This design comes from an exercise in tuning for small area on the open sky130 flow, not from production work. In this exercise RTL edits were held to simulation tests only and were not proved equivalent to the original. Power figures rest on the tool's default switching activity, not on a simulated workload.

$ cat flow/design.v
`default_nettype none
package calc_cmd_pkg;
   typedef logic [3:0]  opcode_t;
   typedef logic [1:0]  req_tag_t;
   typedef logic [1:0]  port_id_t;
   typedef logic [31:0] operand_t;
   localparam opcode_t OP_NONE = 4'd0;
   localparam opcode_t OP_ADD  = 4'd1;
   localparam opcode_t OP_SUB  = 4'd2;
   localparam opcode_t OP_SHL  = 4'd5;
   localparam opcode_t OP_SHR  = 4'd6;
   typedef struct packed {
      opcode_t  opcode;
      req_tag_t tag;
      operand_t data1;
      operand_t data2;
   } port_cmd_t;
   typedef struct packed {
      opcode_t  opcode;
      port_id_t port;
      req_tag_t tag;
      operand_t data1;
      operand_t data2;
   } queue_entry_t;
   typedef struct packed {
      logic     valid;
      req_tag_t tag;
   } invalid_rsp_t;
endpackage
`default_nettype wire
`default_nettype none
package prio_cfg_pkg;
   localparam int NUM_PORTS   = 4;
   localparam int QUEUE_DEPTH = 8;
   typedef logic [$clog2(QUEUE_DEPTH):0]   count_t;
   typedef logic [$clog2(QUEUE_DEPTH)-1:0] slot_t;
   typedef logic [NUM_PORTS-1:0]           port_mask_t;
endpackage
`default_nettype wire
`timescale 1ns/1ps
`default_nettype none
module cmd_sorter (
   input  wire          c_clk,
   input  wire          arst_n,
   input  wire [279:0]  port_cmd,
   input  wire          cmd_ready,
   output logic [3:0]   is_add,
   output logic [3:0]   is_shift,
   output logic [275:0] wr_entry,
   output logic [11:0]  invalid_rsp
);
   for (genvar k = 0; k < 4; k++) begin : g_port
      logic [3:0] op;
      logic       is_invalid;
      assign op = port_cmd[70*k+66 +: 4];
      assign is_add[k]   = (op == 4'd1) || (op == 4'd2);
      assign is_shift[k] = (op == 4'd5) || (op == 4'd6);
      assign is_invalid  = (op != 4'd0) && !is_add[k] && !is_shift[k];
      assign wr_entry[69*k +: 69] = {op[1], 2'(k), port_cmd[70*k +: 66]};
      always_ff @(posedge c_clk or negedge arst_n) begin
         if (!arst_n) invalid_rsp[3*k+2] <= 1'b0;
         else         invalid_rsp[3*k+2] <= cmd_ready && is_invalid;
      end
      always_ff @(posedge c_clk) invalid_rsp[3*k +: 2] <= port_cmd[70*k+64 +: 2];
   end
endmodule
`default_nettype wire
`timescale 1ns/1ps
`default_nettype none
module entry_mux #(
   parameter int N = 3
) (
   input  wire [N-1:0]    sel,
   input  wire [N*69-1:0] src,
   output logic [68:0]    y
);
   localparam int G = N / 3;
   logic [G*69-1:0] grp_n;
   for (genvar g = 0; g < G; g++) begin : g_grp
      ao222_inv u_ao (
         .s0(sel[3*g]),   .d0(src[69*(3*g)   +: 69]),
         .s1(sel[3*g+1]), .d1(src[69*(3*g+1) +: 69]),
         .s2(sel[3*g+2]), .d2(src[69*(3*g+2) +: 69]),
         .y_n(grp_n[69*g +: 69]));
   end
   nand_vec #(.G(G)) u_nand (.a(grp_n), .y(y));
endmodule
module ao222_inv (
   input  wire        s0,
   input  wire [68:0] d0,
   input  wire        s1,
   input  wire [68:0] d1,
   input  wire        s2,
   input  wire [68:0] d2,
   output logic [68:0] y_n
);
   assign y_n = ~(({69{s0}} & d0) | ({69{s1}} & d1) | ({69{s2}} & d2));
endmodule
module nand_vec #(
   parameter int G = 2
) (
   input  wire [G*69-1:0] a,
   output logic [68:0]    y
);
   always_comb begin
      y = '1;
      for (int g = 0; g < G; g++) y = y & a[69*g +: 69];
      y = ~y;
   end
endmodule
module cmd_queue (
   input  wire          c_clk,
   input  wire          arst_n,
   input  wire          accept,
   input  wire  [3:0]   is_add,
   input  wire  [3:0]   is_shift,
   input  wire  [275:0] wr_entry,
   output logic         add_room,
   output logic         shift_room,
   output logic [68:0]  add_head,
   output logic [68:0]  shift_head,
   output logic         add_head_valid,
   output logic         shift_head_valid,
   input  wire          add_pop,
   input  wire          shift_pop
);
   logic [68:0] main_q [0:1][0:3];
   logic [68:0] ovf    [0:3];
   logic [3:0]  ovf_v;
   logic [3:0]  ovf_shift;
   logic [3:0]  cnt    [0:1];
   logic [3:0]  mask   [0:1];
   logic [1:0]  pop;
   logic [3:0]  base   [0:1];
   logic [3:0]  pos    [0:1][0:3];
   logic [3:0]  wsel   [0:1][0:3];    
   logic [3:0]  ovf_flag;
   logic [3:0]  dsel   [0:1];         
   logic [1:0]  drain;
   logic [1:0]  seen;
   logic [2:0]  num    [0:1];
   assign pop     = {shift_pop, add_pop};
   assign mask[0] = accept ? is_add   : 4'b0;
   assign mask[1] = accept ? is_shift : 4'b0;
   always_comb begin
      for (int q = 0; q < 2; q++) begin
         base[q] = cnt[q] - {3'b0, pop[q]};
         num[q]  = 3'd0;
         for (int k = 0; k < 4; k++) begin
            pos[q][k] = base[q] + {1'b0, num[q]};
            num[q]    = num[q] + {2'b0, mask[q][k]};
         end
         for (int i = 0; i < 4; i++)
            for (int k = 0; k < 4; k++)
               wsel[q][i][k] = mask[q][k] && (pos[q][k] == 4'(i));
      end
      for (int k = 0; k < 4; k++)
         ovf_flag[k] = (mask[0][k] && pos[0][k][3:2] != 2'b00) ||
                       (mask[1][k] && pos[1][k][3:2] != 2'b00);
      for (int q = 0; q < 2; q++) begin
         drain[q] = pop[q] && (cnt[q] > 4'd4);
         seen[q] = 1'b0;
         for (int j = 0; j < 4; j++) begin
            dsel[q][j] = ovf_v[j] && (ovf_shift[j] == q[0]) && !seen[q];
            seen[q]    = seen[q] || (ovf_v[j] && (ovf_shift[j] == q[0]));
         end
      end
   end
   for (genvar q = 0; q < 2; q++) begin : g_q
      for (genvar i = 0; i < 4; i++) begin : g_slot
         localparam int N = (i < 3) ? 6 : 9;
         logic           wr;
         logic           mv;
         logic           hold;
         logic [N-1:0]   sel;
         logic [N*69-1:0] src;
         logic [68:0]    d_in;
         assign wr   = |wsel[q][i];
         assign mv   = ((i < 3) ? pop[q] : drain[q]) && !wr;
         assign hold = !wr && !((i < 3) ? pop[q] : drain[q]);
         if (i < 3) begin : g_mid
            assign sel = {hold, mv, wsel[q][i]};
            assign src = {main_q[q][i], main_q[q][(i < 3) ? i+1 : i], wr_entry};
         end else begin : g_last
            assign sel = {hold, {4{mv}} & dsel[q], wsel[q][i]};
            assign src = {main_q[q][i], ovf[3], ovf[2], ovf[1], ovf[0], wr_entry};
         end
         entry_mux #(.N(N)) u_mux (.sel(sel), .src(src), .y(d_in));
         always_ff @(posedge c_clk) main_q[q][i] <= d_in;
      end
      always_ff @(posedge c_clk or negedge arst_n) begin
         if (!arst_n) cnt[q] <= '0;
         else         cnt[q] <= cnt[q] - {3'b0, pop[q]} + {1'b0, num[q]};
      end
   end
   for (genvar k = 0; k < 4; k++) begin : g_ovf
      always_ff @(posedge c_clk) begin
         if (ovf_flag[k]) begin
            ovf[k]       <= wr_entry[69*k +: 69];
            ovf_shift[k] <= is_shift[k];
         end
      end
      always_ff @(posedge c_clk or negedge arst_n) begin
         if (!arst_n)     ovf_v[k] <= 1'b0;
         else if (accept) ovf_v[k] <= ovf_flag[k];
         else if ((drain[0] && dsel[0][k]) || (drain[1] && dsel[1][k]))
                          ovf_v[k] <= 1'b0;
      end
   end
   assign add_head         = main_q[0][0];
   assign shift_head       = main_q[1][0];
   assign add_head_valid   = (cnt[0] != 4'd0);
   assign shift_head_valid = (cnt[1] != 4'd0);
   assign add_room         = (cnt[0] <= 4'd4);
   assign shift_room       = (cnt[1] <= 4'd4);
endmodule
`default_nettype wire
`timescale 1ns/1ps
`default_nettype none
module dispatch_arbiter (
   input  wire        c_clk,
   input  wire        arst_n,
   input  wire  [1:0] add_port,
   input  wire        add_head_valid,
   input  wire  [1:0] shift_port,
   input  wire        shift_head_valid,
   output logic       add_pop,
   output logic       shift_pop,
   output logic       add_valid,
   output logic       shift_valid,
   input  wire        add_ready,
   input  wire        shift_ready
);
   logic turn_shift;
   logic add_held;
   logic shift_held;
   logic conflict;
   assign conflict = add_head_valid && shift_head_valid && (add_port == shift_port);
   assign add_valid = add_head_valid &&
                      (!conflict || add_held || (!shift_held && !turn_shift));
   assign shift_valid = shift_head_valid &&
                        (!conflict || shift_held || (!add_held && turn_shift));
   assign add_pop   = add_valid && add_ready;
   assign shift_pop = shift_valid && shift_ready;
   always_ff @(posedge c_clk or negedge arst_n) begin
      if (!arst_n) begin
         turn_shift <= 1'b0;
         add_held   <= 1'b0;
         shift_held <= 1'b0;
      end else begin
         add_held   <= add_valid && !add_ready;
         shift_held <= shift_valid && !shift_ready;
         if (conflict && (turn_shift ? shift_pop : add_pop)) turn_shift <= !turn_shift;
      end
   end
endmodule
`default_nettype wire
`timescale 1ns/1ps
`default_nettype none
module prio_top (
   input  wire         c_clk,
   input  wire         arst_n,
   input  wire [279:0] port_cmd,
   output logic        cmd_ready,
   output logic [11:0] invalid_rsp,
   output logic [71:0] add_out,
   output logic        add_valid,
   output logic [71:0] shift_out,
   output logic        shift_valid,
   input  wire         add_ready,
   input  wire         shift_ready
);
   logic [3:0]   is_add;
   logic [3:0]   is_shift;
   logic [275:0] wr_entry;
   logic         add_room;
   logic         shift_room;
   logic [68:0]  add_head;
   logic [68:0]  shift_head;
   logic         add_head_valid;
   logic         shift_head_valid;
   logic         add_pop;
   logic         shift_pop;
   assign cmd_ready = add_room && shift_room;
   cmd_sorter u_sorter (
      .c_clk       (c_clk),
      .arst_n      (arst_n),
      .port_cmd    (port_cmd),
      .cmd_ready   (cmd_ready),
      .is_add      (is_add),
      .is_shift    (is_shift),
      .wr_entry    (wr_entry),
      .invalid_rsp (invalid_rsp)
   );
   cmd_queue u_queues (
      .c_clk            (c_clk),
      .arst_n           (arst_n),
      .accept           (cmd_ready),
      .is_add           (is_add),
      .is_shift         (is_shift),
      .wr_entry         (wr_entry),
      .add_room         (add_room),
      .shift_room       (shift_room),
      .add_head         (add_head),
      .shift_head       (shift_head),
      .add_head_valid   (add_head_valid),
      .shift_head_valid (shift_head_valid),
      .add_pop          (add_pop),
      .shift_pop        (shift_pop)
   );
   dispatch_arbiter u_arbiter (
      .c_clk            (c_clk),
      .arst_n           (arst_n),
      .add_port         (add_head[67:66]),
      .add_head_valid   (add_head_valid),
      .shift_port       (shift_head[67:66]),
      .shift_head_valid (shift_head_valid),
      .add_pop          (add_pop),
      .shift_pop        (shift_pop),
      .add_valid        (add_valid),
      .shift_valid      (shift_valid),
      .add_ready        (add_ready),
      .shift_ready      (shift_ready)
   );
   assign add_out   = {2'b00, add_head[68], !add_head[68], add_head[67:0]};
   assign shift_out = {2'b01, shift_head[68], !shift_head[68], shift_head[67:0]};
endmodule
`default_nettype wire
$ cat flow/flow/run.sh
#!/bin/bash
# The standard layout (standard.sh, unchanged synthesis), with two tweaks:
#  - every port still gets a buffer, but of the smallest buffer cell
#  - CTS inserts no dummy loads and clusters up to 25 sinks per clkbuf_16
# The make output goes to flow_make.log; ORFS keeps each step's log under orfs/logs.
set -euo pipefail
export BUFFER_PORTS_ARGS="-buffer_cell sky130_fd_sc_hd__buf_1"
export CTS_ARGS="-sink_clustering_enable -repair_clock_nets -dont_use_dummy_load -sink_clustering_size 25 -sink_clustering_max_diameter 80 -buf_list {sky130_fd_sc_hd__clkbuf_16}"
bash standard.sh finish > flow_make.log 2>&1
$ cat flow/config.mk
export PLATFORM = sky130hd
export DESIGN_NAME = prio_top
export DESIGN_NICKNAME = prio_top
export VERILOG_FILES = /design/flow/design.v
export SDC_FILE = /design/flow/constraint.sdc
export NUM_CORES = 4
export LEC_CHECK = 0
export CAP_MARGIN = 20
export CORE_MARGIN = 2
export CORE_UTILIZATION = 45
export SLEW_MARGIN = 20
export SYNTH_HIERARCHICAL = 1
$ cat flow/constraint.sdc
create_clock -name core_clock -period 8.0 [get_ports {c_clk}]
set_input_delay 1.6000 -clock core_clock [delete_from_list [all_inputs] [get_ports {c_clk}]]
set_output_delay 1.6000 -clock core_clock [all_outputs]
set_load 0.01 [all_outputs]
$ cat flow/standard.sh
#!/bin/bash
# synth_recipe.tcl (not shown) runs the flow's synth.tcl, then flattens the netlist and writes it again
# the make line also repeats each setting of config.mk as NAME=value (left out here)
make -C /OpenROAD-flow-scripts/flow DESIGN_CONFIG=/design/flow/config.mk WORK_HOME=/design/flow/orfs CLKGATE_MAP_FILE= SYNTH_SCRIPT=/design/flow/synth_recipe.tcl "${@:-finish}"
==> run summary, run 1 <==
Synthesis
In this run, synthesis inferred 280 flip-flops with an integrated enable. The synthesized area per cell is 11.2 µm². Synthesis produced 3825 cells.

The number of warning messages in the yosys log is 20. The share of synthesized area in the top cell type comes to 0.290. The number of distinct standard cells referenced by the synthesized netlist is 62. The predominant post-synthesis flop cell is dfxtp_1. The netlist area before placement is 42800 µm². For this run, the register share of the synthesized area comes to 0.469. After synthesis, the share of flip-flops with an asynchronous set or reset is 0.0221. Sorting the synthesized cells by area gives the leading types as a222oi_1 29%, dfxtp_1 26%, edfxtp_1 20%. Counting flops and latches in the post-synthesis netlist gives 859.

The cell taking the most area after synthesis is a222oi_1.

Die
For this configuration, the core starts out at a cell density of 0.453. In this run the horizontal extent of the chip is 312 µm. In this run the core area contains 113 standard-cell rows.

The floorplan step defined a core boundary enclosing 94600 µm². For this design the top-level I/O count stands at 443. In this run the vertical extent of the chip is 312 µm.

The die footprint is 97700 µm².

Global routing
The global-route wire length before repair is 267000 µm. The aggregate global-route resource usage is 0.360. The global routing stage identified its most utilized layer as met2. In the global route stage, met2 resource usage came out at 0.545. The number of antenna violations at the first check in global routing is 13. The via count of the first global-routing pass is 37700.

For this run, global-route usage on met1 was measured as 0.488. For met3 alone, demand over resource in global routing was 0.0982. Global routing finished with a remaining overflow of 0. Entering global routing, the biggest net connects 70 pins.

Placement
The count of buffers added on input and output ports is 438. At the end of routability-driven placement, the weighted congestion stood at 0.908. Including well taps, the total number of placed cells is 4794.

The half-perimeter wire length after detailed placement is 102000 µm.

Timing
The post-route fraction of the period consumed by the critical path is 0.811. The final-report hold violation count is 0. For this run, the top clock speed supported by timing is 154 MHz. Between clock sinks in the finished design, the worst skew comes to 0.0867 ns. The slew of the pin with the lowest slew margin is 1.26 ns. The headroom to the max-slew limit is 0.157. Setup violations remaining at the end of the flow were counted as 0. The final-report max-slew violation count is 0.

The total negative slack for setup checks is 0 ns. Setup repair after global routing left no endpoint under its margin. The shortest clock period the worst path allows after layout is 6.49 ns.

Drt
The wire length reported by the detailed router is 188000 µm. After detailed routing, the average wire length per cell comes to 38.8 µm. The post-detailed-route via-to-cell ratio is 8.21. The detail route stage leaves a number of antenna-violating nets equal to 0. The first TritonRoute pass finished after 17 iterations.

After detailed routing, the number of remaining DRC violations is 0. The detailed router finished its first iteration with 13900 violations. The overall via count from detail_route is 39800.

Worst setup path
The maximum fanout along the worst path is 56. The critical path data required time is 8.59 ns. The worst setup path is launched from an input pin. STA classifies the critical path endpoint as a register. STA puts the critical path data arrival time at 7.08 ns.

The type of the setup path with the least slack is in2reg.

Clock tree
The root cell of the clock tree is clkbuf_16. In this run the number of H-tree levels came out at 2. The clock net in this run drives a total of 859 sinks. The number of setup buffers added after CTS is 0. The clock tree from TritonCTS is yes. Hold repair after CTS inserted 0 buffers. The clock input transition at the sequential cells of the worst setup and hold paths is 0.11 ns. No sink is reached through more buffers than the 3 on the longest clock path.

The post-cts sizing count is 0. The clock reaches the later pin of the worst-skew pair after 0.68 ns. TritonCTS created 49 clock buffers.

Pwr
VDD sags by at most 0.000405 V. For this design the static power due to leakage is 16.0 nW. Dividing total power by cell area gives a power density of 350 nW/µm².

Outcome
The run finished with no timing, DRC or antenna violations.

Final layout
The non-filler instance count after layout is 4847. The fraction of final layout cells with drive strength greater than 1 is 0.0645. The count of nets after finishing is 3899.

The number of fill cells is 8831. The area growth from synthesis to layout is 0.640%.

Run
The number of max-cap violations is 0.

Worst hold path
In this run the worst hold path is classified as reg2reg.
[synthesized netlist by cell type (3+ instances only)]
cell / count
a2111oi_2: 3
a211oi_1: 4
a21boi_1: 6
a21o_1: 4
a21oi_1: 13
a222oi_1: 1242
and2_1: 6
and4_1: 3
and4b_1: 3
buf_2: 36
buf_4: 418
buf_6: 126
clkbuf_1: 271
conb_1: 4
dfrtp_1: 19
dfxtp_1: 560
edfxtp_1: 280
fa_1: 4
ha_1: 30
inv_1: 33
nand2_1: 439
nand2b_1: 14
nand3_1: 147
nor2_1: 28
nor2b_1: 5
nor3_1: 9
nor3b_1: 6
nor4_1: 21
nor4b_1: 3
nor4bb_1: 3
o211ai_1: 3
o21ai_0: 5
o41ai_1: 3
or3_1: 3
or3b_1: 4
or4_1: 7
xnor2_1: 14
xor2_1: 16
[registers in the layout, summed over array words and instances, names as in the netlist]
register              flops
u_queues.main_q         552
u_queues.ovf            276
u_sorter.invalid_rsp     12
u_queues.cnt              8
u_queues.ovf_shift        4
u_queues.ovf_v            4
u_arbiter.add_held        1
u_arbiter.shift_held      1
u_arbiter.turn_shift      1
[worst max-delay path: stages]
cell	delay (ns)
buf_1	0.47
xnor2_1	0.17
nor3_1	0.64
xnor2_1	0.22
nor2_1	0.09
ha_1	0.25
xnor2_1	0.36
ha_1	0.30
a21o_1	0.15
a21oi_1	0.16
xor2_1	0.50
nor4_2	0.11
buf_4	0.25
nor2_1	0.18
nor4bb_4	0.33
buf_4	0.90
a222oi_1	0.23
nand2_1	0.13
[layer usage]
layer,wire [µm],up-vias,share of wire
met3,29300,562,0.16
met2,82300,4073,0.44
li1,-,15800,-
met4,7060,18,0.038
met5,112,-,0.00060
met1,69400,19300,0.37
[cell usage in the layout, fill, tap and decap left out, drive strengths merged, types with 9 or more instances in the layout]
| master | synthesis | final |
|---|---|---|
| a222oi | 1242 | 1242 |
| xor2 | 18 | 18 |
| inv | 33 | 32 |
| nor4 | 21 | 21 |
| xnor2 | 15 | 15 |
| dfxtp | 560 | 560 |
| ha | 30 | 30 |
| edfxtp | 280 | 280 |
| buf | 580 | 548 |
| nand3 | 147 | 147 |
| clkbuf | 271 | 49 |
| a21oi | 13 | 13 |
| nand2b | 14 | 14 |
| nor2 | 28 | 28 |
| dfrtp | 19 | 19 |
| nand2 | 439 | 439 |
| nor3 | 9 | 9 |
| conb | 4 | 12 |
[report_power, final]
group,leakage [nW],internal [mW],switching (mW)
Sequential,7.33,5.89,0.921
Clock,0.604,1.09,1.50
Combinational,8.11,1.70,4.00
[Yosys stat by module, one instance, submodules excluded, a selection]
module,flip-flops and latches,copies in the design,cells inside,cell area [µm²]
dispatch_arbiter,3,1,28,226
cmd_sorter,12,1,314,2510
cmd_queue,844,1,1248,22700
prio_top,0,1,9,51.3
ao222_inv,0,18,93,836
[cell families (layout without fill, tap and decap cells)]
family / Yosys count / in the layout / share of synthesized area
compound gates: 1297 / 1297 / 0.300
buf+inv: 884 / 630 / 0.137
flops: 859 / 859 / 0.469
simple gates: 714 / 714 / 0.0750
fa+ha+maj: 34 / 34 / 0.0106
xor+xnor: 33 / 33 / 0.00754
other cells: 4 / 15 / 0.000350
[metrics by stage]
stage                      util  total power, mW  hold slack, ns  cell area [µm²]  setup slack [ns]
after floorplan               -             10.5           0.438            42900             0.668
after global placement    0.442             12.2           0.449            41800              1.25
after detailed placement  0.442             12.3           0.453            41800              1.10
after CTS                 0.455             14.8           0.443            43100              1.75
after global routing      0.456             15.6           0.463            43100              1.29
final                     0.456             15.1           0.435            43100              1.51
[area by class of cell]
class | count | area [µm²] | area share
Sequential cell | 859 | 20100 | 0.466
Clock buffer | 49 | 1230 | 0.0285
Antenna cell | 3 | 7.51 | 0.000174
Timing Repair Buffer | 548 | 2760 | 0.0641
Tap cell | 1265 | 1580 | 0.0367
Multi-Input combinational cell | 2090 | 17300 | 0.401
Inverter | 33 | 125 | 0.00290
[worst paths after layout]
kind                                             start                endpoint  slack, ns  cells past startpoint
worst max-delay path                     port_cmd[137]  u_queues.main_q[2][44]       1.51                     18
worst min-delay path            u_queues.main_q[2][67]  u_queues.main_q[1][67]       0.44                      2
worst max register to register      u_queues.cnt[1][3]  u_queues.main_q[2][44]       1.90                     19
worst min register to register  u_queues.main_q[2][67]  u_queues.main_q[1][67]       0.44                      2
max in group asynchronous                       arst_n       u_queues.ovf_v[0]       6.74                      2
min in group asynchronous                       arst_n       u_queues.ovf_v[2]       0.91                      2
==> run 2, diff against run 1 <==
--- a/flow/config.mk
+++ b/flow/config.mk
@@ -8,5 +8,5 @@
 export CAP_MARGIN = 20
 export CORE_MARGIN = 2
-export CORE_UTILIZATION = 45
+export CORE_UTILIZATION = 35
 export SLEW_MARGIN = 20
 export SYNTH_HIERARCHICAL = 1
==> run 2 against run 1 <==
Register-to-register slack better by 0.08 ns. Sequential power about the same. First-iteration DRC count is 0.48% higher. Cell count grew 7.6%.
==> run summary, run 2 <==
Final layout
In the final layout, the registers with the most flip-flops are u_queues.main_q (552), u_queues.ovf (276), u_sorter.invalid_rsp (12). The non-filler instance count after layout came to 5215 (+7.6%). The utilization of the core after routing was 0.358 (-0.0977). The final design instance area without fill is 43500 µm² (+0.96%). The number of fill cells is 12100 (+37%). The fraction of final layout cells with drive strength greater than 1 was 0.0645 (unchanged).

The combined flip-flop and latch cell area is 20100 µm² (unchanged). Ranked by flip-flop count, first place goes to u_queues.main_q. The area growth from synthesis to layout is 1.60%. The most common cell after layout, fill and taps aside is a222oi_1. The multi-input gate area in the final layout came to 17300 µm² (unchanged). The count of nets after finishing was 3899 (unchanged). The flip-flop count of the largest register after layout was 552 (unchanged). Leaving out fill and tap cells, the most frequent cells in the layout are 1242 x a222oi_1, 560 x dfxtp_1, 438 x nand2_1, 438 x buf_1, 280 x edfxtp_1.

Clock tree
The largest buffer count on any clock path came to 3 (unchanged). The number of post-CTS setup repair buffers is 0 (unchanged). The clock input transition at the sequential cells of the worst setup and hold paths is 0.08 ns (-0.03 ns). The clock sink count came to 859 (unchanged).

CTS placed an instance of clkbuf_16 at the clock tree root. The hold buffer count at cts is 0 (unchanged). The number of levels in the clock H-tree is 2 (unchanged). The clock insertion delay at the later pin of the skew report was 0.70 ns (+0.02 ns).

The post-cts sizing count is 0 (unchanged). TritonCTS built the clock tree. The number of buffers created by CTS is 51 (+4.1%).

Synthesis
The number of distinct standard cells referenced by the synthesized netlist was 62 (unchanged). By area the synthesized netlist is led by a222oi_1 29%, dfxtp_1 26%, edfxtp_1 20%. The gate count after technology mapping is 3825 (unchanged).

The flip-flop and latch count after synthesis was 859 (unchanged). The netlist area before placement is 42800 µm² (unchanged). The sequential area share after synthesis is 0.469 (unchanged). The largest total area in the synthesized netlist belongs to a222oi_1. The most common cell in the synthesized netlist is a222oi_1. The number of warning messages in the yosys log was 20 (unchanged). The number of synthesized flops with an enable pin was 280 (unchanged). The commonest cells after synthesis are 1242 x a222oi_1, 560 x dfxtp_1, 439 x nand2_1. The predominant post-synthesis flop cell is dfxtp_1. The synthesized area per cell is 11.2 µm² (unchanged). The top-area cell type share of the netlist area came to 0.290 (unchanged). The share of flip-flops with an asynchronous set or reset after synthesis is 0.0221 (unchanged).

Pwr
The leakage power was 16.1 nW (about the same). The combinational share of power is 0.378 (about the same). The worst vdd rail ir drop is 0.000472 V (+17%). The power density over the cells came to 350 nW/µm² (about the same).

The net switching component of the power is 6.50 mW (+1.1%). The relative contribution of sequential cells to total power is 0.447 (-0.004). The switching power share of the total is 0.426 (+0.00114).

The design internal power is 8.74 mW (+0.66%). The clock group share of total power came to 0.176 (+0.005). The total power draw is 15.2 mW (+0.86%).

Worst setup path
Among cell families on the critical path, the largest total delay comes from simple AND/OR/NAND/NOR gates. The launch point of the worst path is port_cmd[137]. The count of buffer and inverter cells on the critical path was 2 (-1). The critical path is of the in2reg type. The critical path arrival is 7.16 ns (+0.08 ns). The largest incremental delay on the critical path is 0.89 ns (about the same). The most frequent cell on the critical path is xnor2_1. The beginning of the worst register-to-register path is u_queues.main_q[0][67]. The category of the worst setup path capture point is a register. The critical path data required time is 8.59 ns (about the same). The maximum fanout along the worst path is 26 (-54%). The critical path goes through buf_1, xnor2_1, nor3_1, xnor2_1, nor2_1, ha_1, xnor2_1, ha_1, a21o_1, a21oi_1, xor2_1, or4_1, o211ai_1, nor2_4, buf_12, a222oi_1, nand3_1.

The worst setup path is launched from an input pin. The largest individual stage delay along the critical path comes from the cell nor2_4.

Timing
The final setup violation count was 0 (unchanged). The headroom to the max-slew limit is 0.182 (+0.0250). The highest achievable clock rate is 152 MHz (-1.2%). The post-route fraction of the period consumed by the critical path is 0.821 (+0.00953).

The slew of the pin with the lowest slew margin is 1.23 ns (-0.0375 ns). Setup repair after global routing left no endpoint under its margin. The total negative slack for setup checks came to 0 ns (unchanged). The final-report max-slew violation count is 0 (unchanged). The final-report hold violation count came to 0 (unchanged). The clock skew after layout came to 0.0828 ns (-0.00395 ns). The shortest clock period the worst path allows after layout is 6.57 ns (+0.0762 ns).

Worst hold path
The class of the tightest hold or removal check is reg2reg. The startpoint identified for the worst hold timing path is u_queues.main_q[5][48].

Die
The overall die height is 354 µm (+13%). The effective utilization at floorplan was 0.352 (-0.100). The area of the core is 122000 µm² (+29%). The number of top-level pins came to 443 (unchanged). The number of cell rows is 128 (+13%). The width of the die is 354 µm (+13%). The die footprint is 125000 µm² (+28%).

Drt
The average wire per standard cell came to 37.0 µm (-4.7%). The met2 wirelength from detailed routing is 79500 µm (-3.4%). The post-route met1 wirelength was 74100 µm (+6.7%).

The wire length reported by the detailed router is 193000 µm (+2.5%). The DRC violation total after the first TritonRoute iteration is 13900 (+0.48%). The detailed route wirelength on metal3 was 32400 µm (+11%).

The first-pass iteration count of the detailed router is 22 (+5). The overall via count from detail_route is 39900 (+0.26%). The number of routed nets with antenna violations is 0 (unchanged). The detailed-route DRC error count came to 0 (unchanged).

The highest layer touched by signal routing is met5. The post-detailed-route via-to-cell ratio came to 7.65 (-6.8%).

Global routing
The aggregate global-route resource usage is 0.288 (-0.0722). The via count of the first global-routing pass is 38100 (+0.81%). The pin count of the biggest net entering global routing is 70 (unchanged). The sum of overflow across all layers after global routing was 0 (unchanged). The global-route wire length before repair is 273000 µm (+2.3%).

The number of antenna violations at the first check in global routing is 17 (+4).

Placement
The placement-stage cell area is 42200 µm² (+0.90%). The total instance count after detailed placement was 5153 (+7.5%). The weighted congestion reported at the end of routability-driven placement is 0.860 (-5.3%). The number of port buffers is 438 (unchanged). The half-perimeter wire length after detailed placement came to 105000 µm (+3.0%).

Outcome
The flow ran to the end and the layout has no timing, DRC or antenna violations.

Run
The number of max-cap violations is 0 (unchanged).
==> run 2: cell counts after synthesis <==
Identical to the previous run, type by type.
==> run 2: final cells by class <==
| cell class | instances | share of cell area |
|---|---|---|
| timing repair buffer | 546 | 0.0610 |
| clock buffer | 51 | 0.0293 |
| inverter | 33 | 0.00288 |
| multi-input combinational | 2090 | 0.398 |
| sequential | 859 | 0.462 |
| tap | 1625 | 0.0467 |
| antenna | 11 | 0.000633 |
==> run 2: path summary, 6_finish.rpt <==
kind / cells past startpoint / endpoint / slack (ns)
setup / recovery: 17 / u_queues.main_q[3][33] / 1.43
hold / removal: 2 / u_queues.main_q[4][48] / 0.46
setup reg to reg: 16 / u_queues.main_q[3][33] / 1.98
hold reg to reg: 2 / u_queues.main_q[4][48] / 0.46
max in group asynchronous: 2 / u_queues.cnt[1][1] / 6.84
min in group asynchronous: 2 / u_sorter.invalid_rsp[11] / 0.90
==> run 2: worst register-to-register path, cell delays in order, from the launching register on <==
cell      delay, ns
dfxtp_1        0.58
xor2_1         0.23
o41ai_1        0.65
nor2_1         0.08
buf_4          0.21
ha_1           0.24
ha_1           0.23
xor2_1         0.56
ha_1           0.38
a21oi_1        0.17
xor2_1         0.50
or4_1          0.25
o211ai_1       0.34
nor2_4         0.89
buf_12         0.33
a222oi_1       0.13
nand3_1        0.12
==> run 2: power groups by stage <==
stage	Combinational, mW	Clock [mW]	Sequential (mW)
6_report	5.75	2.68	6.80
4_1_cts	5.51	2.69	6.75
5_1_grt	6.04	2.81	6.90
3_5_place_dp	5.50	0	6.83
3_3_place_gp	5.39	0	6.83
2_1_floorplan	3.97	0	6.48
==> run 2: logic make-up after synthesis <==
family | after synthesis | share of synthesized area
AO/OA/AOI/OAI | 1297 | 0.300
buffers and inverters | 884 | 0.137
flip-flops | 859 | 0.469
AND/OR/NAND/NOR | 714 | 0.0750
adder cells (fa/ha/maj) | 34 | 0.0106
XOR/XNOR | 33 | 0.00754
other | 4 | 0.000350
==> run 2: per-layer routing <==
| metal | track usage | vias to the layer above |
|---|---|---|
| met4 | 0.108 | 16 |
| li1 | - | 15800 |
| met5 | 0.00226 | - |
| met2 | 0.414 | 4030 |
| met3 | 0.0973 | 523 |
| met1 | 0.397 | 19500 |
==> run 2: per-module statistics from Yosys, one instance, submodules excluded, excerpt <==
module / area, µm² / cells / copies in the design
prio_top: 51.3 / 9 / 1
ao222_inv: 836 / 93 / 18
cmd_sorter: 2510 / 314 / 1
dispatch_arbiter: 226 / 28 / 1
cmd_queue: 22700 / 1248 / 1
==> run 2: metrics by stage <==
step / worst slack (ns) / hold slack [ns]
global placement: 1.09 / 0.448
detailed placement: 1.02 / 0.454
finish: 1.43 / 0.456
global route: 1.23 / 0.469
floorplan: 0.668 / 0.438
CTS: 1.68 / 0.449

## afterwards: timing with drivers on the ports
How much do the figures lean on ideal ports? The routed layouts below were timed once more, with nothing changed but the port constraints.
Step 1 assumes that a clkbuf_16 drives the clock port and a buf_2 every other input.
Step 2 adds t to the input delays and takes it off the output delays; t is the mean of the earliest and latest rising clock arrival at the registers after step 1. Input paths then give back, and output paths get back, about the clock's delay inside the block.
a / b / c = no drivers / after step 1 / after step 2; a / b = the first two.
| run | shift t [ns] | setup WS [ns] | worst setup path after step 2 | cell pins on the clock port's net |
|---|---|---|---|---|
| run 1 | 0.709 | 1.508 / 1.547 / 0.838 | input to register | 1 |
| run 2 | 0.729 | 1.432 / 1.470 / 0.741 | input to register | 1 |
After both steps every run listed still meets setup and hold. For run 2, which loses most, drivers alone change the setup slack by +0.038 ns; drivers and shift together by -0.691 ns.
